This design comes from an exercise in tuning for a short achievable clock period and few clock cycles on the open sky130 flow, not from production work. The RTL was checked by simulation tests, not by an equivalence proof against the original design. Power figures rest on the tool's default switching activity, not on a simulated workload.

$ cat flow/design.v
`default_nettype none
package cpu_pkg;
    typedef logic [15:0] word_t;      
    typedef logic [31:0] instr_t;     
    typedef logic [3:0]  reg_idx_t;   
    localparam logic [5:0] OP_R_TYPE  = 6'h00;
    localparam logic [5:0] OP_LOAD    = 6'h01;
    localparam logic [5:0] OP_STORE   = 6'h02;
    localparam logic [5:0] OP_J       = 6'h03;
    localparam logic [5:0] OP_JAL     = 6'h04;
    localparam logic [5:0] OP_BEQ     = 6'h05;
    localparam logic [5:0] OP_BNE     = 6'h06;
    localparam logic [5:0] OP_JT      = 6'h07;
    localparam logic [5:0] OP_JF      = 6'h08;
    localparam logic [5:0] OP_LOADLIT = 6'h09;
    localparam logic [5:0] OP_ADDI    = 6'h0a;
    localparam logic [5:0] OP_ANDI    = 6'h0b;
    localparam logic [5:0] OP_ORI     = 6'h0c;
    localparam logic [5:0] OP_SLTI    = 6'h0d;
    localparam logic [5:0] FN_JR  = 6'h08;
    localparam logic [5:0] FN_ADD = 6'h20;
    localparam logic [5:0] FN_SUB = 6'h22;
    localparam logic [5:0] FN_AND = 6'h24;
    localparam logic [5:0] FN_OR  = 6'h25;
    localparam logic [5:0] FN_SLT = 6'h2a;
    typedef struct packed {
        logic add;
        logic sub;
        logic andl;
        logic orl;
        logic slt;
        logic pass;
    } aluop_t;
endpackage
`default_nettype wire
`timescale 1ns/10ps
`default_nettype none
module control_unit (
    input  cpu_pkg::instr_t  instr,
    output cpu_pkg::aluop_t  aluop,
    output logic             use_rs,       
    output logic             use_rt,       
    output logic             b_imm,        
    output logic             b_link,       
    output logic             reg_write,    
    output cpu_pkg::reg_idx_t dst,
    output logic             flag_write,
    output logic             is_load,
    output logic             is_store,
    output logic             is_jimm,      
    output logic             is_jreg,      
    output logic             is_branch,
    output logic             br_true,      
    output logic             br_inv        
);
    logic [5:0] op;
    logic [5:0] fn;
    logic       rtype_alu;
    assign op = instr[31:26];
    assign fn = instr[5:0];
    assign rtype_alu = (op == cpu_pkg::OP_R_TYPE) &&
                       (fn == cpu_pkg::FN_ADD || fn == cpu_pkg::FN_SUB || fn == cpu_pkg::FN_AND ||
                        fn == cpu_pkg::FN_OR  || fn == cpu_pkg::FN_SLT);
    always_comb begin
        aluop = '0;
        if (rtype_alu) begin
            aluop.add  = (fn == cpu_pkg::FN_ADD);
            aluop.sub  = (fn == cpu_pkg::FN_SUB);
            aluop.andl = (fn == cpu_pkg::FN_AND);
            aluop.orl  = (fn == cpu_pkg::FN_OR);
            aluop.slt  = (fn == cpu_pkg::FN_SLT);
        end else begin
            aluop.add  = (op == cpu_pkg::OP_ADDI);
            aluop.andl = (op == cpu_pkg::OP_ANDI);
            aluop.orl  = (op == cpu_pkg::OP_ORI);
            aluop.slt  = (op == cpu_pkg::OP_SLTI);
            aluop.pass = (op == cpu_pkg::OP_LOADLIT) || (op == cpu_pkg::OP_JAL);
        end
    end
    assign is_load   = (op == cpu_pkg::OP_LOAD);
    assign is_store  = (op == cpu_pkg::OP_STORE);
    assign is_jimm   = (op == cpu_pkg::OP_J);
    assign is_jreg   = (op == cpu_pkg::OP_JAL) || ((op == cpu_pkg::OP_R_TYPE) && (fn == cpu_pkg::FN_JR));
    assign is_branch = (op == cpu_pkg::OP_BEQ) || (op == cpu_pkg::OP_BNE) ||
                       (op == cpu_pkg::OP_JT)  || (op == cpu_pkg::OP_JF);
    assign br_true   = (op == cpu_pkg::OP_JT) || (op == cpu_pkg::OP_JF);
    assign br_inv    = (op == cpu_pkg::OP_BNE) || (op == cpu_pkg::OP_JF);
    assign use_rs = rtype_alu || is_load || is_store || is_jreg ||
                    (op >= cpu_pkg::OP_ADDI && op <= cpu_pkg::OP_SLTI);
    assign use_rt = rtype_alu || is_store;
    assign b_imm  = (op >= cpu_pkg::OP_LOADLIT && op <= cpu_pkg::OP_SLTI);
    assign b_link = (op == cpu_pkg::OP_JAL);
    assign reg_write  = rtype_alu || (op >= cpu_pkg::OP_LOADLIT && op <= cpu_pkg::OP_SLTI) ||
                        (op == cpu_pkg::OP_JAL);
    assign flag_write = rtype_alu || (op >= cpu_pkg::OP_ADDI && op <= cpu_pkg::OP_SLTI);
    always_comb begin
        if (rtype_alu)                   dst = instr[15:12];
        else if (op == cpu_pkg::OP_JAL)  dst = 4'd15;
        else                             dst = instr[21:18];
    end
endmodule
`default_nettype wire
`timescale 1ns/10ps
`default_nettype none
module cycle_fsm (
    input  logic  clk,
    input  logic  arst_n,
    input  logic  fetch_valid,        
    input  logic  redirect,           
    input  logic  load_hazard,        
    output logic  accept,             
    output logic  ex_valid,           
    output logic  ex_wait,            
    output logic  ex_fire             
);
    assign accept  = fetch_valid && !redirect && !ex_wait;
    assign ex_fire = ex_valid && !ex_wait;
    always_ff @(posedge clk or negedge arst_n) begin
        if (!arst_n) begin
            ex_valid <= 1'b0;
            ex_wait  <= 1'b0;
        end else begin
            ex_valid <= accept || ex_wait;
            ex_wait  <= accept && load_hazard;
        end
    end
endmodule
`default_nettype wire
`timescale 1ns/10ps
`default_nettype none
module program_counter (
    input  logic  clk,
    input  logic  arst_n,
    input  logic  redirect,           
    input  cpu_pkg::word_t target,
    input  logic  refetch,            
    output cpu_pkg::word_t pc,        
    output cpu_pkg::word_t pc_inc,    
    output logic  pc_valid,           
    output cpu_pkg::word_t fetch_addr
);
    always_comb begin
        if (redirect)     fetch_addr = target;
        else if (refetch) fetch_addr = pc;
        else              fetch_addr = pc_inc;
    end
    always_ff @(posedge clk or negedge arst_n) begin
        if (!arst_n) begin
            pc       <= '0;
            pc_inc   <= '0;
            pc_valid <= 1'b0;
        end else begin
            pc       <= fetch_addr;
            pc_inc   <= fetch_addr + cpu_pkg::word_t'(1);
            pc_valid <= 1'b1;
        end
    end
endmodule
`default_nettype wire
`timescale 1ns/10ps
`default_nettype none
module register_file (
    input  logic     clk,
    input  logic     arst_n,
    input  cpu_pkg::reg_idx_t rs_idx,
    input  cpu_pkg::reg_idx_t rt_idx,
    input  logic     we_a,
    input  cpu_pkg::reg_idx_t wr_a,
    input  cpu_pkg::word_t    wd_a,
    input  logic     we_b,
    input  cpu_pkg::reg_idx_t wr_b,
    input  cpu_pkg::word_t    wd_b,
    output cpu_pkg::word_t    rs_data,
    output cpu_pkg::word_t    rt_data
);
    cpu_pkg::word_t regs [16];
    always_ff @(posedge clk or negedge arst_n) begin
        if (!arst_n) begin
            for (int i = 0; i < 16; i++) begin
                regs[i] <= '0;
            end
        end else begin
            for (int i = 0; i < 16; i++) begin
                if (we_a && wr_a == cpu_pkg::reg_idx_t'(i)) begin
                    regs[i] <= wd_a;
                end else if (we_b && wr_b == cpu_pkg::reg_idx_t'(i)) begin
                    regs[i] <= wd_b;
                end
            end
        end
    end
    assign rs_data = regs[rs_idx];
    assign rt_data = regs[rt_idx];
endmodule
`default_nettype wire
`timescale 1ns/10ps
`default_nettype none
module alu_flags (
    input  logic  clk,
    input  logic  arst_n,
    input  cpu_pkg::aluop_t op,
    input  logic  flag_en,
    input  cpu_pkg::word_t a,
    input  cpu_pkg::word_t b,
    output cpu_pkg::word_t result,
    output logic  zero_flag,
    output logic  true_flag
);
    cpu_pkg::word_t sum;
    cpu_pkg::word_t diff;
    logic  lt;
    assign sum  = a + b;
    assign diff = a - b;
    assign lt   = (a[15] ^ b[15]) ? a[15] : diff[15];
    always_comb begin
        result = '0;
        if (op.add)  result = result | sum;
        if (op.sub)  result = result | diff;
        if (op.andl) result = result | (a & b);
        if (op.orl)  result = result | (a | b);
        if (op.slt)  result = result | {15'd0, lt};
        if (op.pass) result = result | b;
    end
    always_ff @(posedge clk or negedge arst_n) begin
        if (!arst_n) begin
            zero_flag <= 1'b0;
            true_flag <= 1'b0;
        end else if (flag_en) begin
            zero_flag <= (result == '0);
            true_flag <= result[0];
        end
    end
endmodule
`default_nettype wire
`timescale 1ns/10ps
`default_nettype none
module cpu_core #(
    parameter cpu_pkg::word_t RESET_PC = '0
) (
    input  logic   clk,
    input  logic   arst_n,
    output cpu_pkg::word_t  imem_addr,         
    input  cpu_pkg::instr_t imem_rdata,
    output cpu_pkg::word_t  dmem_addr,
    output cpu_pkg::word_t  dmem_wdata,
    output logic   dmem_we,           
    output logic   dmem_re,           
    input  cpu_pkg::word_t  dmem_rdata
);
    cpu_pkg::word_t    pc1, pc1_inc;
    logic              v1;
    cpu_pkg::reg_idx_t rs1, rt1;
    cpu_pkg::word_t    imm1;
    cpu_pkg::aluop_t   aluop1;
    logic              use_rs1, use_rt1, b_imm1, b_link1, reg_write1, flag_write1;
    logic              is_load1, is_store1, is_jimm1, is_jreg1, is_branch1, br_true1, br_inv1;
    cpu_pkg::reg_idx_t dst1;
    cpu_pkg::word_t    rf_rs, rf_rt;
    cpu_pkg::word_t    opa1, opb1;
    logic              hazard_a1, hazard_b1, load_hazard;
    logic              accept, v2, w2, fire2;
    cpu_pkg::word_t    opa2, opb2, imm2, tgt2;
    cpu_pkg::aluop_t   aluop2;
    logic              reg_write2, flag_write2, is_load2, is_store2;
    logic              is_jimm2, is_jreg2, is_branch2, br_true2, br_inv2;
    logic              fwd_a2, fwd_b2;
    cpu_pkg::reg_idx_t dst2;
    cpu_pkg::word_t    res2;
    logic              zf, tf;
    logic              redirect;
    cpu_pkg::word_t    target;
    logic              ldp;               
    cpu_pkg::reg_idx_t ld_dst;
    assign rs1  = imem_rdata[25:22];
    assign rt1  = imem_rdata[21:18];
    assign imm1 = imem_rdata[15:0];
    program_counter i_program_counter (
        .clk, .arst_n,
        .redirect, .target, .refetch(w2),
        .pc(pc1), .pc_inc(pc1_inc), .pc_valid(v1), .fetch_addr(imem_addr)
    );
    control_unit i_control_unit (
        .instr      (imem_rdata),
        .aluop      (aluop1),
        .use_rs     (use_rs1),
        .use_rt     (use_rt1),
        .b_imm      (b_imm1),
        .b_link     (b_link1),
        .reg_write  (reg_write1),
        .dst        (dst1),
        .flag_write (flag_write1),
        .is_load    (is_load1),
        .is_store   (is_store1),
        .is_jimm    (is_jimm1),
        .is_jreg    (is_jreg1),
        .is_branch  (is_branch1),
        .br_true    (br_true1),
        .br_inv     (br_inv1)
    );
    register_file i_register_file (
        .clk, .arst_n,
        .rs_idx (rs1),
        .rt_idx (rt1),
        .we_a   (fire2 && reg_write2),
        .wr_a   (dst2),
        .wd_a   (res2),
        .we_b   (ldp),
        .wr_b   (ld_dst),
        .wd_b   (dmem_rdata),
        .rs_data(rf_rs),
        .rt_data(rf_rt)
    );
    always_comb begin
        if (fire2 && reg_write2 && dst2 == rs1) opa1 = res2;
        else if (ldp && ld_dst == rs1)          opa1 = dmem_rdata;
        else                                    opa1 = rf_rs;
        if (fire2 && reg_write2 && dst2 == rt1) opb1 = res2;
        else if (ldp && ld_dst == rt1)          opb1 = dmem_rdata;
        else                                    opb1 = rf_rt;
    end
    assign hazard_a1   = fire2 && is_load2 && use_rs1 && dst2 == rs1;
    assign hazard_b1   = fire2 && is_load2 && use_rt1 && dst2 == rt1;
    assign load_hazard = hazard_a1 || hazard_b1;
    cycle_fsm i_cycle_fsm (
        .clk, .arst_n,
        .fetch_valid (v1),
        .redirect,
        .load_hazard,
        .accept,
        .ex_valid    (v2),
        .ex_wait     (w2),
        .ex_fire     (fire2)
    );
    always_ff @(posedge clk) begin
        if (accept) begin
            opa2        <= opa1;
            opb2        <= b_link1 ? pc1_inc : (b_imm1 ? imm1 : opb1);
            imm2        <= imm1;
            tgt2        <= is_jimm1 ? imm1 : pc1_inc + imm1;
            aluop2      <= aluop1;
            reg_write2  <= reg_write1;
            flag_write2 <= flag_write1;
            is_load2    <= is_load1;
            is_store2   <= is_store1;
            is_jimm2    <= is_jimm1;
            is_jreg2    <= is_jreg1;
            is_branch2  <= is_branch1;
            br_true2    <= br_true1;
            br_inv2     <= br_inv1;
            dst2        <= dst1;
            fwd_a2      <= hazard_a1;
            fwd_b2      <= hazard_b1;
        end else if (w2) begin
            if (fwd_a2) opa2 <= dmem_rdata;
            if (fwd_b2) opb2 <= dmem_rdata;
        end
    end
    alu_flags i_alu_flags (
        .clk, .arst_n,
        .op        (aluop2),
        .flag_en   (fire2 && flag_write2),
        .a         (opa2),
        .b         (opb2),
        .result    (res2),
        .zero_flag (zf),
        .true_flag (tf)
    );
    assign redirect = fire2 && (is_jimm2 || is_jreg2 ||
                                (is_branch2 && ((br_true2 ? tf : zf) ^ br_inv2)));
    assign target   = is_jreg2 ? opa2 : tgt2;
    always_ff @(posedge clk or negedge arst_n) begin
        if (!arst_n) begin
            ldp <= 1'b0;
        end else begin
            ldp <= fire2 && is_load2;
        end
    end
    always_ff @(posedge clk) begin
        ld_dst <= dst2;
    end
    assign dmem_addr  = opa2 + imm2;
    assign dmem_wdata = opb2;
    assign dmem_we    = fire2 && is_store2;
    assign dmem_re    = fire2 && is_load2;
endmodule
`default_nettype wire
$ cat flow/run.sh
#!/bin/bash
# synth_recipe.tcl (not shown) runs the flow's synth.tcl, then flattens the netlist and writes it again
# the make line also repeats each setting of config.mk as NAME=value (left out here)
make -C /OpenROAD-flow-scripts/flow DESIGN_CONFIG=/design/flow/config.mk WORK_HOME=/design/flow/orfs CLKGATE_MAP_FILE= SYNTH_SCRIPT=/design/flow/synth_recipe.tcl finish
$ cat flow/config.mk
export PLATFORM = sky130hd
export DESIGN_NAME = cpu_core
export DESIGN_NICKNAME = cpu_core
export VERILOG_FILES = /design/flow/design.v
export SDC_FILE = /design/flow/constraint.sdc
export NUM_CORES = 4
export LEC_CHECK = 0
export CAP_MARGIN = 20
export CORE_MARGIN = 2
export CORE_UTILIZATION = 40
export SLEW_MARGIN = 20
$ cat flow/constraint.sdc
create_clock -name core_clock -period 9.0 [get_ports {clk}]
set_input_delay 1.8000 -clock core_clock [delete_from_list [all_inputs] [get_ports {clk}]]
set_output_delay 1.8000 -clock core_clock [all_outputs]
set_load 0.01 [all_outputs]
==> summary.md, run 1 <==
| Metric | Value |
|---|---|
| Cell repeated most along the worst path | nor2_1 |
| #FFs+latches synth | 383 |
| Placed insts | 3,631 |
| Post-CTS setup buffer count | 0 |
| Max Fanout on Critical Path | 19 |
| Max Root-Sink Buffers | 3 |
| RSZ-0062 raised after global routing | no |
| Worst Hold Depth | 1 |
| Largest net degree at the start of global routing | 182 |
| Clock Skew | 45.8 ps |
| CP Launch Point | opa2[1] |
| # diodes | 0 |
| Final WL | 104,000 um |
| CP delay by family, top | simple AND/OR/NAND/NOR gates |
| Worst VDD drop | around 0.17 mV |
| Max_cap viols | 0 |
| Async set-reset flop share out of synthesis | 0.768 |
| First-pass GRT wire length | 152,000 um |
| Buf+Inv Stages, Crit Path | 1 |
| Grt ovf | 0 |
| Die width | between 200 and 300 um |
| Avg Vias per Cell | 6.39 |
| Syn nets | 2,965 |
| Cells along the critical path | inv_1 -> ha_1 -> o21bai_1 -> nor4b_2 -> or3_1 -> a21oi_1 -> a31o_2 -> nor2_1 -> nor2_1 -> nor2_1 -> nor2_1 -> fa_1 -> o22ai_1 -> nand3b_1 -> a2111oi_0 -> nand3_1 -> or4_1 -> or4_1 -> o21ai_1 |
| Crit. path cell count | 19 |
| Library cells used by synthesis | 81 |
| Die height | 255 um |
| Root Buffer | clkbuf_16 |
| PwrDens | 232 nW/um2 |
| Pre-antenna DRT Iters | 9 |
| # port buffers | 97 |
| Initial antenna violation count | 4 |
| Overall Power | 6730 uW |
| Crit path max-delay cell type | nand3_1 |
| Hold Buf Count CTS | 0 |
| Synth top cells by count | dfrtp_1 (294), nor2_1 (257), a21oi_1 (254) |
| Cell Area, Synth | 25,300 um2 |
| Initial Utilization | 0.403 |
| # rows | between 90 and 100 |
| Final setup vio count | 0 |
| Area after DPL | roughly 27,000 um2 |
| H-tree level count | 2 |
| Minimum clock period | 5810 ps |
| Status | complete, no violations |
| Post-Synthesis Cells | 2,826 |
| Clock Pin Slew Worst Setup and Hold Paths | around 60 ps |
| Die area | 65,200 um2 |
| Reg2Reg Depth | 19 |
| Worst Setup End Kind | flop |
| Area leader, netlist | dfrtp_1 |
| Top post-synthesis cells by area | dfrtp_1 (29%), edfxtp_1 (10%), mux2i_1 (9.7%), a21oi_1 (5.0%), a22oi_1 (4.6%) |
| Achievable Freq | 172 MHz |
| Hold Startpoint | i_alu_flags.true_flag |
| Post-layout nets | 2,973 |
| Finished Layout Cells | between 3k and 4k |
| Vias in the first global route | around 23k |
| Share of Yosys cell area claimed by the top area cell type | 0.291 |
| Post-synthesis sequential area ratio | 0.395 |
| CTS tree | yes |
| Leakage | 0.0113 uW |
| Synth warn | 7 |
| DP HPWL | 67,100 um |
| FF-to-FF setup slack | around 3200 ps |
| Total CTS buffers | 46 |
| GRT Util Overall | 0.309 |
| WHS Endpoint | i_alu_flags.true_flag |
| Final ANT Viol Nets | 0 |
| Initial DRC Count | 3,394 |
| Slew Limit Fails | 0 |
| Area grow syn2layout | 14.7% |
| Hold WS | 518 ps |
| R2r startpoint | opa2[1] |
| CP max stage delay | 750 ps |
| DRC viols | 0 |
| Worst Path Required | 9500 ps |
| Core Region | 62,700 um2 |
| Tightest Pin Transition | 1080 ps |
| Critical path arrival | 6310 ps |
| Drt wl/cell | 27.9 um |
| Setup TNS | 0 ps |
| Clk sinks | 383 |
| Max-slew headroom | 0.277 |
| Syn_area_per_cell | 8.95 um2 |
| CTS resizes | 0 |
| Vias | 23.8k |
| Worst hold-check path type | reg -> reg |
| GPL Wtd Cong | about 0.97 |
| Post-synth EDFFs | 85 |
| Worst setup SP type | flop |
| Worst-Skew Late Latency | 600 ps |
| Layout cells sized above 1 | 0.102 |
| Hold Fails Final Rpt | 0 |
| Most common cell in the netlist | dfrtp_1 |
| Design Area, Final | 29,000 um2 |
| Fin crit share | 0.646 |
| Path type of the worst setup path | reg -> reg |
| RR Endpoint | i_alu_flags.zero_flag |
| Top_reg_cell synth | dfrtp_1 |
| Io pins | 100 |
report_power, final:
part / internal (uW) / total [uW] / switching (uW)
logic: 860 / 1990 / 1130
registers: 2290 / 2760 / 468
clock network: 1200 / 1990 / 792
total: 4350 / 6730 / 2390
cell type report:
type                            count  area, um2
Timing Repair Buffer              193       1710
Sequential cell                   383       9990
Tap cell                          846       1060
Fill cell                        5943      33700
Clock buffer                       59       1270
Clock inverter                     25        325
Multi-Input combinational cell   2134      14400
Inverter                           76        285
worst register-to-register path: stages (launching register included):
cell and delay (ps):
edfxtp_1 510, inv_1 190, ha_1 290, o21bai_1 240, nor4b_2 400, or3_1 240
a21oi_1 100, a31o_2 260, nor2_1 100, nor2_1 50, nor2_1 110, nor2_1 60
fa_1 480, o22ai_1 80, nand3b_1 200, a2111oi_0 310, nand3_1 750, or4_1 740
or4_1 470, o21ai_1 150
flip-flops by register name (all words and copies together) (netlist names), 4 cells and up:
register and flops:
i_register_file.regs 256, i_program_counter.pc 16, i_program_counter.pc_inc 16, imm2 16, opa2 16, opb2 16
tgt2 16, aluop2 6, dst2 4, ld_dst 4
cells by family (layout without fill, tap and decap cells):
| logic type | count (synthesis) | in the layout | share of synthesized area |
|---|---|---|---|
| AND/OR/NAND/NOR | 796 | 796 | 0.147 |
| multiplexers | 298 | 298 | 0.121 |
| AO/OA/AOI/OAI | 879 | 879 | 0.220 |
| other | 1 | 1 | 0.000148 |
| buffers and inverters | 309 | 353 | 0.0464 |
| adder cells (fa/ha/maj) | 89 | 89 | 0.0455 |
| XOR/XNOR | 71 | 71 | 0.0246 |
| flip-flops | 383 | 383 | 0.395 |
how the worst max path moves through the flow:
stage / slack, ps / end
after global routing: 2700 / i_alu_flags.zero_flag
final: 3190 / i_alu_flags.zero_flag
after CTS: 3150 / i_alu_flags.zero_flag
after floorplan: 4590 / i_alu_flags.zero_flag
after global placement: 3240 / opb2[6]
after detailed placement: 3210 / i_alu_flags.zero_flag
per-layer routing:
| layer | part of all wire | GRT usage | vias up |
|---|---|---|---|
| met5 | 0.00012 | 0.00292 | - |
| met2 | 0.43 | 0.468 | 1513 |
| met1 | 0.39 | 0.399 | 11400 |
| met3 | 0.11 | 0.0806 | 418 |
| li1 | - | - | 10400 |
| met4 | 0.067 | 0.179 | 2 |
through the flow:
stage	utilization	setup slack, ps
finish	0.462	3190
global placement	0.436	3240
CTS	0.462	3150
detailed placement	0.436	3210
floorplan	-	4590
global route	0.462	2700
placed cells by master (no fill, tap or decap), types with 20 or more instances in the layout:
master / instances
o21ai_0: 208
nand4_1: 38
clkbuf_16: 46
inv_1: 72
nand2b_1: 29
a221oi_1: 27
nand3_1: 44
o211ai_1: 21
a22o_1: 31
xnor2_1: 54
mux2i_1: 246
edfxtp_1: 85
o22ai_1: 20
buf_4: 94
clkdlybuf4s50_1: 92
dfrtp_1: 294
mux2_2: 52
nor3_1: 31
a22oi_1: 154
ha_1: 84
a211oi_1: 35
nor2b_1: 38
nor2_1: 242
a21oi_1: 253
nand2_1: 242
Testbench counts, summed over its fixed seeds: cycles 10,224.
==> inputs of run 2 (changes only) <==
--- a/flow/design.v
+++ b/flow/design.v
@@ -134,25 +134,49 @@
     input  logic  redirect,           
     input  cpu_pkg::word_t target,
     input  logic  refetch,            
+    input  logic  install,            
+    input  cpu_pkg::word_t install_key,   
+    input  cpu_pkg::word_t install_tgt,
     output cpu_pkg::word_t pc,        
     output cpu_pkg::word_t pc_inc,    
     output logic  pc_valid,           
+    output logic  predicted,          
     output cpu_pkg::word_t fetch_addr
 );
+    logic           btb_valid;
+    cpu_pkg::word_t btb_key;
+    cpu_pkg::word_t btb_tgt;
+    cpu_pkg::word_t pred_tgt;         
+    cpu_pkg::word_t next_inc;
     always_comb begin
-        if (redirect)     fetch_addr = target;
-        else if (refetch) fetch_addr = pc;
-        else              fetch_addr = pc_inc;
+        if (redirect)       fetch_addr = target;
+        else if (refetch)   fetch_addr = pc;
+        else if (predicted) fetch_addr = pred_tgt;
+        else                fetch_addr = pc_inc;
     end
+    assign next_inc = fetch_addr + cpu_pkg::word_t'(1);
     always_ff @(posedge clk or negedge arst_n) begin
         if (!arst_n) begin
-            pc       <= '0;
-            pc_inc   <= '0;
-            pc_valid <= 1'b0;
+            pc        <= '0;
+            pc_inc    <= '0;
+            pc_valid  <= 1'b0;
+            predicted <= 1'b0;
+            btb_valid <= 1'b0;
         end else begin
-            pc       <= fetch_addr;
-            pc_inc   <= fetch_addr + cpu_pkg::word_t'(1);
-            pc_valid <= 1'b1;
+            pc        <= fetch_addr;
+            pc_inc    <= next_inc;
+            pc_valid  <= 1'b1;
+            predicted <= btb_valid && (btb_key == next_inc);
+            if (install) begin
+                btb_valid <= 1'b1;
+            end
+        end
+    end
+    always_ff @(posedge clk) begin
+        pred_tgt <= btb_tgt;
+        if (install) begin
+            btb_key <= install_key;
+            btb_tgt <= install_tgt;
         end
     end
 endmodule
@@ -209,6 +233,10 @@
     cpu_pkg::word_t sum;
     cpu_pkg::word_t diff;
     logic  lt;
+    cpu_pkg::word_t carry_z;            
+    logic  zero_add;
+    logic  zero_next;
+    logic  true_next;
     assign sum  = a + b;
     assign diff = a - b;
     assign lt   = (a[15] ^ b[15]) ? a[15] : diff[15];
@@ -221,13 +249,39 @@
         if (op.slt)  result = result | {15'd0, lt};
         if (op.pass) result = result | b;
     end
+    assign carry_z  = {a[14:0] | b[14:0], 1'b0};
+    assign zero_add = ((a ^ b) == carry_z);
+    always_comb begin
+        zero_next = 1'b0;
+        true_next = 1'b0;
+        if (op.add) begin
+            zero_next = zero_add;
+            true_next = a[0] ^ b[0];
+        end
+        if (op.sub) begin
+            zero_next = (a == b);
+            true_next = a[0] ^ b[0];
+        end
+        if (op.andl) begin
+            zero_next = ((a & b) == '0);
+            true_next = a[0] & b[0];
+        end
+        if (op.orl) begin
+            zero_next = ((a | b) == '0);
+            true_next = a[0] | b[0];
+        end
+        if (op.slt) begin
+            zero_next = !lt;
+            true_next = lt;
+        end
+    end
     always_ff @(posedge clk or negedge arst_n) begin
         if (!arst_n) begin
             zero_flag <= 1'b0;
             true_flag <= 1'b0;
         end else if (flag_en) begin
-            zero_flag <= (result == '0);
-            true_flag <= result[0];
+            zero_flag <= zero_next;
+            true_flag <= true_next;
         end
     end
 endmodule
@@ -249,6 +303,7 @@
 );
     cpu_pkg::word_t    pc1, pc1_inc;
     logic              v1;
+    logic              pred1;
     cpu_pkg::reg_idx_t rs1, rt1;
     cpu_pkg::word_t    imm1;
     cpu_pkg::aluop_t   aluop1;
@@ -264,6 +319,10 @@
     logic              reg_write2, flag_write2, is_load2, is_store2;
     logic              is_jimm2, is_jreg2, is_branch2, br_true2, br_inv2;
     logic              fwd_a2, fwd_b2;
+    logic              pred2;             
+    cpu_pkg::word_t    pc2_inc;
+    logic              taken2;
+    logic              install;
     cpu_pkg::reg_idx_t dst2;
     cpu_pkg::word_t    res2;
     logic              zf, tf;
@@ -277,7 +336,9 @@
     program_counter i_program_counter (
         .clk, .arst_n,
         .redirect, .target, .refetch(w2),
-        .pc(pc1), .pc_inc(pc1_inc), .pc_valid(v1), .fetch_addr(imem_addr)
+        .install, .install_key(pc2_inc), .install_tgt(tgt2),
+        .pc(pc1), .pc_inc(pc1_inc), .pc_valid(v1), .predicted(pred1),
+        .fetch_addr(imem_addr)
     );
     control_unit i_control_unit (
         .instr      (imem_rdata),
@@ -350,6 +411,8 @@
             dst2        <= dst1;
             fwd_a2      <= hazard_a1;
             fwd_b2      <= hazard_b1;
+            pred2       <= pred1;
+            pc2_inc     <= pc1_inc;
         end else if (w2) begin
             if (fwd_a2) opa2 <= dmem_rdata;
             if (fwd_b2) opb2 <= dmem_rdata;
@@ -365,9 +428,10 @@
         .zero_flag (zf),
         .true_flag (tf)
     );
-    assign redirect = fire2 && (is_jimm2 || is_jreg2 ||
-                                (is_branch2 && ((br_true2 ? tf : zf) ^ br_inv2)));
-    assign target   = is_jreg2 ? opa2 : tgt2;
+    assign taken2   = is_jimm2 || is_jreg2 || (is_branch2 && ((br_true2 ? tf : zf) ^ br_inv2));
+    assign redirect = fire2 && (taken2 != pred2);
+    assign target   = pred2 ? pc2_inc : (is_jreg2 ? opa2 : tgt2);
+    assign install  = fire2 && taken2 && !pred2 && (is_jimm2 || is_branch2);
     always_ff @(posedge clk or negedge arst_n) begin
         if (!arst_n) begin
             ldp <= 1'b0;
--- a/flow/config.mk
+++ b/flow/config.mk
@@ -8,4 +8,6 @@
 export CAP_MARGIN = 20
 export CORE_MARGIN = 2
 export CORE_UTILIZATION = 40
+export SETUP_SLACK_MARGIN = 5
 export SLEW_MARGIN = 20
+export TNS_END_PERCENT = 100
==> run 2 against run 1 <==
Highest routed layer unchanged. Largest power group unchanged. Sequential power grew 22%. Via count grew 18%. Still clean. Clock skew shrank 4.7 ps. Largest cell class unchanged. Hold slack lost 180 ps.
==> summary.md, run 2 <==
| Metric | Value |
|---|---|
| Status | complete, no violations |
| Max Fanout on Critical Path | 3 (-16) |
| Share of Yosys cell area claimed by the top area cell type | 0.265 (-0.0263) |
| # port buffers | 97 (unchanged) |
| Worst setup SP type | flop |
| Fillers | 6,166 (+3.8%) |
| Core Region | 68,900 um2 (+9.9%) |
| GPL Wtd Cong | 0.963 (-0.55%) |
| H-tree level count | 2 (unchanged) |
| Pre-antenna DRT Iters | 10 (+1) |
| Post-Synthesis Cells | 3,021 (+6.9%) |
| Total CTS buffers | 52 (+13%) |
| RSZ-0062 raised after global routing | yes |
| Most common cell in the netlist | dfrtp_1 |
| Post-layout nets | 3,371 (+13%) |
| Minimum clock period | 5240 ps (-576 ps) |
| Final setup vio count | 0 (unchanged) |
| Worst hold-check path type | reg -> reg |
| Top_reg_cell synth | dfrtp_1 |
| Cell repeated most along the worst path | a21oi_2 |
| Area leader, netlist | dfrtp_1 |
| Worst Path Required | 7200 ps (-2300 ps) |
| Routed metal-1 wirelength | 47,200 um (+17%) |
| Largest register by flop count | i_register_file.regs |
| Syn_area_per_cell | 9.26 um2 (+3.5%) |
| First-pass GRT wire length | 175,000 um (+15%) |
| Area grow syn2layout | 27.8% |
| Die area | 72,100 um2 (+11%) |
| Hold Buf Count CTS | 0 (unchanged) |
| Achievable Freq | 191 MHz (+11%) |
| Hold WS | 340 ps (-178 ps) |
| Synth warn | 7 (unchanged) |
| Clock Pin Slew Worst Setup and Hold Paths | 60 ps (about the same) |
| Placed insts | 3,898 (+7.4%) |
| Slew Limit Fails | 0 (unchanged) |
| Synth top cells by count | dfrtp_1 (296), nand2_1 (294), o21ai_0 (251) |
| Post-synth EDFFs | 134 (+58%) |
| CTS tree | yes |
| Fin crit share | 0.582 (-0.0640) |
| Largest net degree at the start of global routing | 98 (-46%) |
| Initial antenna violation count | 5 (+1) |
| Initial Utilization | 0.406 (+0.00286) |
| Clk sinks | 450 (+17%) |
| WL met3 | 15,500 um (+34%) |
| Worst Setup End Kind | output port |
| Vias | 28.0k (+18%) |
| WL met2 | 54,400 um (+21%) |
| GRT Util Overall | 0.329 (+0.0199) |
| Final WL | 126,000 um (+21%) |
| #FFs+latches synth | 450 (+17%) |
| DP HPWL | 77,400 um (+15%) |
| Io pins | 100 (unchanged) |
| Worst VDD drop | 0.166 mV (-3.7%) |
| Max-slew headroom | 0.264 (-0.0129) |
| Async set-reset flop share out of synthesis | 0.658 (-0.110) |
| Max_cap viols | 0 (unchanged) |
| Util after Layout | 0.519 (+0.0562) |
| Leakage | 0.0138 uW (+23%) |
| Max Root-Sink Buffers | 3 (unchanged) |
| Most frequent cells in the layout | dfrtp_1 (295), nand2_1 (265), buf_4 (224) |
| Syn nets | 3,155 (+6.4%) |
| Max reg flops | 256 (unchanged) |
| Most common cell after layout, fill and taps aside | dfrtp_1 |
| Die height | 268 um (+5.1%) |
| DRC viols | 0 (unchanged) |
| Setup TNS | 0 ps (unchanged) |
| Path type of the worst setup path | reg -> out |
| Initial DRC Count | 4,471 (+32%) |
| Library cells used by synthesis | 90 (+11%) |
| Cells along the critical path | ha_2 -> buf_6 -> a21o_1 -> a21oi_2 -> o21ai_1 -> a21oi_2 -> o21a_1 -> o21ai_4 -> o41ai_4 -> o2111ai_2 -> a21oi_2 -> xnor2_2 -> buf_2 |
| Avg Vias per Cell | 6.64 (+3.8%) |
| Die width | 268 um (+5.1%) |
| # rows | 96 (+4.3%) |
| Finished Layout Cells | 4,213 (+13%) |
| Root Buffer | clkbuf_16 |
| DR top layer | met5 |
| Layout cells sized above 1 | 0.247 (+0.145) |
| CP max stage delay | 480 ps (-270 ps) |
| Overall Power | 8530 uW (+27%) |
| Critical path arrival | 3440 ps (-2870 ps) |
| Crit path max-delay cell type | edfxtp_1 |
| Cell Area, Synth | 28,000 um2 (+11%) |
| Top post-synthesis cells by area | dfrtp_1 (26%), edfxtp_1 (14%), mux2i_1 (6.9%), a22oi_1 (4.9%), o21ai_0 (4.5%) |
| Post-synthesis sequential area ratio | 0.423 (+0.0277) |
| Grt ovf | 0 (unchanged) |
| Drt wl/cell | 29.9 um (+6.9%) |
| Clock Skew | 41.2 ps (-4.65 ps) |
| Hold Fails Final Rpt | 0 (unchanged) |
| Worst-Skew Late Latency | 640 ps (+40 ps) |
| Final ANT Viol Nets | 0 (unchanged) |
| PwrDens | 239 nW/um2 (+2.8%) |
| Tightest Pin Transition | 1100 ps (+16.8 ps) |
| Vias in the first global route | 26.1k (+13%) |
[run 2: changes by cell type in the layout (fill, tap and decap cells not counted), moves of 24 or more]
cell,previous run,this run
a21oi_1,253,208
a21oi_2,1,25
a22oi_1,154,183
buf_4,94,224
buf_6,0,66
clkdlybuf4s50_1,92,48
edfxtp_1,85,134
mux2_2,52,83
mux2i_1,246,192
nor2_1,242,172
[run 2: cell type report]
cell class                 count  area, um2  area share
clock inverter                27        324     0.00906
timing repair buffer         408       3850       0.108
multi-input combinational   2244      16800       0.471
clock buffer                  70       1420      0.0397
tap                          931       1160      0.0326
inverter                      81        317     0.00885
sequential                   450      11800       0.331
antenna                        2       5.00    0.000140
[run 2: path summary, 6_finish.rpt]
path	from	to	slack, ps	depth (start not counted)
hold / removal	i_program_counter.btb_tgt[4]	i_program_counter.pred_tgt[4]	340	0
setup / recovery	opa2[0]	dmem_addr[15]	3760	13
setup reg to reg	br_true2	i_program_counter.predicted	4830	16
hold reg to reg	i_program_counter.btb_tgt[4]	i_program_counter.pred_tgt[4]	340	0
max in group asynchronous	arst_n	i_register_file.regs[9][1]	6260	2
min in group asynchronous	arst_n	i_alu_flags.zero_flag	1270	1
[run 2: per-layer routing]
layer  track usage  up-vias
li1              -    11600
met1         0.426    13500
met2         0.502     2157
met3        0.0963      643
met4         0.167       10
met5       0.00405        -
[run 2: kinds of logic after synthesis]
logic type      count (synthesis)  share of synthesized area
buf+inv                       328                     0.0447
fa+ha+maj                      84                     0.0389
mux                           279                      0.104
simple gates                  835                      0.142
flops                         450                      0.423
compound gates                964                      0.220
xor+xnor                       80                     0.0276
other cells                     1                   0.000134
[run 2: power by group]
| part | switching [uW] | internal [uW] | total [uW] |
|---|---|---|---|
| Combinational | 1610 | 1320 | 2930 |
| Sequential | 642 | 2730 | 3370 |
| Clock | 927 | 1300 | 2230 |
[run 2: metrics by stage]
step / setup slack, ps / instance area, um2
floorplan: 4860 / 28200
global placement: 3510 / 30400
detailed placement: 3420 / 30400
CTS: 3890 / 33800
global route: 3650 / 35800
finish: 3760 / 35800
[run 2: worst max-delay path: cells and delay by family, from the launching register on]
family	cells	cell delay [ps]
XOR/XNOR	1	170
flip-flops	1	480
adder cells (fa/ha/maj)	1	240
AO/OA/AOI/OAI	9	1640
buffers and inverters	2	290
[run 2: timing repair]
| item | CTS | global route |
|---|---|---|
| pin swaps | 63 | 102 |
| setup buffers | 104 | 105 |
| gates resized for setup | 341 | 266 |
| endpoints found under the setup margin | 190 | 122 |
| endpoints found under the hold margin | 0 | 0 |
| cloned | 4 | 3 |
Testbench counts of run 2, summed over its fixed seeds: cycles 9,902.
==> inputs of run 3 (changes only) <==
--- a/flow/config.mk
+++ b/flow/config.mk
@@ -7,7 +7,8 @@
 export LEC_CHECK = 0
 export CAP_MARGIN = 20
 export CORE_MARGIN = 2
-export CORE_UTILIZATION = 40
+export CORE_UTILIZATION = 60
+export PLACE_DENSITY = 0.7
 export SETUP_SLACK_MARGIN = 5
 export SLEW_MARGIN = 20
 export TNS_END_PERCENT = 100
==> run 3 against run 2 <==
Still clean. Critical path depth rose by 2. Via count rose by 3.8%. First-iteration DRC count rose by 8.9%. Cell count fell by 7.8%. Sequential power barely moved. Hold slack got worse by 12 ps.
==> summary.md, run 3 <==
| Metric | Value |
|---|---|
| DP HPWL | 72,700 um (-6.1%) |
| Cell Area, Synth | 28,000 um2 (unchanged) |
| Async set-reset flop share out of synthesis | 0.658 (unchanged) |
| Max reg flops | 256 (unchanged) |
| Most frequent cells in the layout | dfrtp_1 (295), nand2_1 (277), a21oi_1 (217) |
| R2r startpoint | br_true2 |
| H-tree level count | 2 (unchanged) |
| Final WS setup | 3700 ps (-60.4 ps) |
| Initial antenna violation count | 11 (+6) |
| Clock Pin Slew Worst Setup and Hold Paths | 70 ps (about the same) |
| Max Root-Sink Buffers | 3 (unchanged) |
| CP Launch Point | opa2[0] |
| Final setup vio count | 0 (unchanged) |
| Die height | 220 um (-18%) |
| FF-to-FF setup slack | 4310 ps (-520 ps) |
| Slew Limit Fails | 0 (unchanged) |
| Clock share of power | 0.260 (about the same) |
| CP delay by family, top | compound AO/OA/AOI/OAI gates |
| Clock Skew | 43.7 ps (+2.50 ps) |
| Setup TNS | 0 ps (unchanged) |
| Pint | 5380 uW (+0.49%) |
| Sw power | 3260 uW (+2.4%) |
| Routed metal-1 wirelength | 42,400 um (-10%) |
| Area leader, netlist | dfrtp_1 |
| CP max stage delay | 440 ps (-40 ps) |
| Crit. path cell count | 15 (+2) |
| Max-slew headroom | 0.222 (-0.0416) |
| Largest net degree at the start of global routing | 121 (+23%) |
| Worst hold-check path type | reg -> reg |
| Area grow syn2layout | 25.7% |
| #FFs+latches synth | 450 (unchanged) |
| Path type of the worst setup path | reg -> out |
| Leakage | 0.0138 uW (-0.48%) |
| Post-synth EDFFs | 134 (unchanged) |
| Syn nets | 3,155 (unchanged) |
| Dpl ws | 3450 ps (+31.4 ps) |
| Initial Utilization | 0.605 (+0.199) |
| Clk sinks | 450 (unchanged) |
| Post-synthesis sequential area ratio | 0.423 (unchanged) |
| Fin crit share | 0.589 (+0.00671) |
| Hold Startpoint | i_program_counter.btb_tgt[9] |
| Worst Setup End Kind | output port |
| Post-Synthesis Cells | 3,021 (unchanged) |
| GRT Util Overall | 0.483 (+0.154) |
| Vias | 29.0k (+3.8%) |
| Worst-Skew Late Latency | 650 ps (about the same) |
| PwrDens | 246 nW/um2 (+2.9%) |
| Drt wl/cell | 32.6 um (+9.1%) |
| Pre-antenna DRT Iters | 10 (unchanged) |
| Avg Vias per Cell | 7.48 (+13%) |
| Tightest Pin Transition | 1160 ps (+62.3 ps) |
| Top post-synthesis cells by area | dfrtp_1 (26%), edfxtp_1 (14%), mux2i_1 (6.9%), a22oi_1 (4.9%), o21ai_0 (4.5%) |
| Syn_area_per_cell | 9.26 um2 (unchanged) |
| RR Endpoint | i_program_counter.predicted |
| Synth warn | 7 (unchanged) |
| Die area | 48,400 um2 (-33%) |
| Cells along the critical path | ha_2 -> inv_2 -> fa_2 -> nor2b_4 -> o21ai_2 -> a21boi_2 -> o21ai_2 -> a21oi_2 -> o21ai_2 -> a21o_1 -> a31oi_4 -> buf_6 -> nand4_1 -> o311ai_2 -> buf_2 |
| GPL Wtd Cong | 1.01 (+4.5%) |
| Die width | 220 um (-18%) |
| Initial DRC Count | 4,869 (+8.9%) |
| Post-layout nets | 3,364 (-0.21%) |
| Root Buffer | clkbuf_16 |
| Share of power burned in registers | 0.393 (-0.002) |
| # port buffers | 97 (unchanged) |
| First-pass GRT wire length | 171,000 um (-2.4%) |
| Achievable Freq | 189 MHz (-1.1%) |
| Logic pwr share | 0.347 (+0.003) |
| Max_cap viols | 0 (unchanged) |
| DR top layer | met5 |
| Most common cell after layout, fill and taps aside | dfrtp_1 |
| Crit path max-delay cell type | edfxtp_1 |
| Hold Fails Final Rpt | 0 (unchanged) |
| Most common cell in the netlist | dfrtp_1 |
| Layout cells sized above 1 | 0.237 (-0.0100) |
| Critical path arrival | 3500 ps (+60 ps) |
| WL met3 | 19,300 um (+24%) |
| Share of Yosys cell area claimed by the top area cell type | 0.265 (unchanged) |
| Vias in the first global route | 26.5k (+1.6%) |
| Util after Layout | 0.760 (+0.242) |
| Buf+Inv Stages, Crit Path | 3 (+1) |
| Switching Share | 0.377 (+0.00443) |
| Reg2Reg Depth | 16 (unchanged) |
| DRC viols | 0 (unchanged) |
| Top_reg_cell synth | dfrtp_1 |
| Core Region | 46,300 um2 (-33%) |
| Max Fanout on Critical Path | 2 (-1) |
| Worst VDD drop | 0.271 mV (+64%) |
| Largest register by flop count | i_register_file.regs |
| RSZ-0062 raised after global routing | yes |
| Total CTS buffers | 49 (-5.8%) |
| CTS tree | yes |
| Worst Path Required | 7200 ps (about the same) |
| Library cells used by synthesis | 90 (unchanged) |
| Final ANT Viol Nets | 0 (unchanged) |
| Cell repeated most along the worst path | o21ai_2 |
| Status | complete, no violations |
| Grt ovf | 0 (unchanged) |
| Io pins | 100 (unchanged) |
| Minimum clock period | 5300 ps (+60.4 ps) |
| Synth top cells by count | dfrtp_1 (296), nand2_1 (294), o21ai_0 (251) |
| WL met2 | 52,200 um (-4.2%) |
| Crit path to | dmem_addr[14] |
| Final WL | 127,000 um (+0.59%) |
| # rows | 79 (-18%) |
| Worst setup SP type | flop |
## run 3: worst register-to-register path: cells and delay by family, from the launching register on
family / cells / cell delay (ps)
AOI/OAI and AO/OA: 4 / 1460
buffers and inverters: 6 / 870
DFF: 1 / 410
muxes: 2 / 480
and+or+nand+nor: 4 / 1420
## run 3: cell type report
cell class,instances,area (um2)
Timing Repair Buffer,404,3910
Multi-Input combinational cell,2244,16600
Clock inverter,25,383
Fill cell,3073,11100
Inverter,81,320
Antenna cell,5,12.5
Sequential cell,450,11800
Tap cell,607,759
Clock buffer,67,1360
## run 3: worst min path at each step
stage / end / slack, ps / cells past startpoint
6_report: i_program_counter.pred_tgt[9] / 330 / 0
5_1_grt: i_program_counter.pred_tgt[4] / 350 / 0
4_1_cts: i_program_counter.pred_tgt[5] / 340 / 0
3_5_place_dp: i_program_counter.pred_tgt[1] / 330 / 0
3_3_place_gp: i_program_counter.pred_tgt[3] / 330 / 0
2_1_floorplan: i_program_counter.pred_tgt[0] / 320 / 0
## run 3: logic make-up (layout without fill, tap and decap cells)
logic type | count (synthesis) | count (layout) | share of synthesized area
simple gates | 835 | 836 | 0.142
flops | 450 | 450 | 0.423
compound gates | 964 | 964 | 0.220
buf+inv | 328 | 577 | 0.0447
other cells | 1 | 6 | 0.000134
xor+xnor | 80 | 80 | 0.0276
fa+ha+maj | 84 | 84 | 0.0389
mux | 279 | 279 | 0.104
## run 3: what timing repair did
item | 4_1_cts | 5_1_grt
gates resized for setup | 346 | 200
pin swaps | 68 | 78
endpoints found under the setup margin | 185 | 121
setup buffers | 146 | 65
hold buffers | 0 | 0
gates cloned | 3 | 4
## run 3: metrics by stage
| step | instance area, um2 | cells | hold WS (ps) | power (uW) |
|---|---|---|---|---|
| floorplan | 28200 | 3021 | 323 | 4670 |
| finish | 35200 | 3883 | 328 | 8640 |
| global placement | 29900 | 3566 | 326 | 5500 |
| detailed placement | 29900 | 3566 | 328 | 5600 |
| CTS | 33600 | 3807 | 343 | 8070 |
| global route | 35200 | 3878 | 347 | 8900 |
## run 3: power by group through the flow
stage | Clock [uW] | Sequential (uW) | Combinational [uW]
after floorplan | 0 | 3070 | 1600
after global placement | 0 | 3320 | 2180
after detailed placement | 0 | 3340 | 2260
after global routing | 2310 | 3420 | 3160
final | 2250 | 3390 | 2990
after CTS | 2210 | 3300 | 2560
## run 3: layer usage
layer / vias up / GRT usage
met5: - / 0
met4: 16 / 0.351
met3: 974 / 0.161
met2: 2740 / 0.710
met1: 13700 / 0.595
li1: 11700 / -

## port drivers added, routing unchanged
In the flow no input, the clock included, has a driving cell. The finished layouts below were timed again as built, in two steps. Step 1: set_driving_cell puts a clkbuf_16 on clk and a buf_2 on each other input, an assumption about the parent block. Step 2 adds t to the input delays and takes it off the output delays; t is the mean of the earliest and latest rising clock arrival at the registers after step 1. Input paths then give back, and output paths get back, about the clock's delay inside the block. a / b / c = ideal ports / drivers / drivers and shift; a / b = the first two.
run	t, ns	slack for setup (ns)	latest minus earliest clock arrival (ns)
run 1	0.640	3.187 / 3.187 / 3.187	0.046 / 0.046
run 2	0.677	3.763 / 3.702 / 4.334	0.041 / 0.041
run 3	0.685	3.703 / 3.642 / 4.302	0.044 / 0.044
After both steps setup and hold are still met in every run listed.
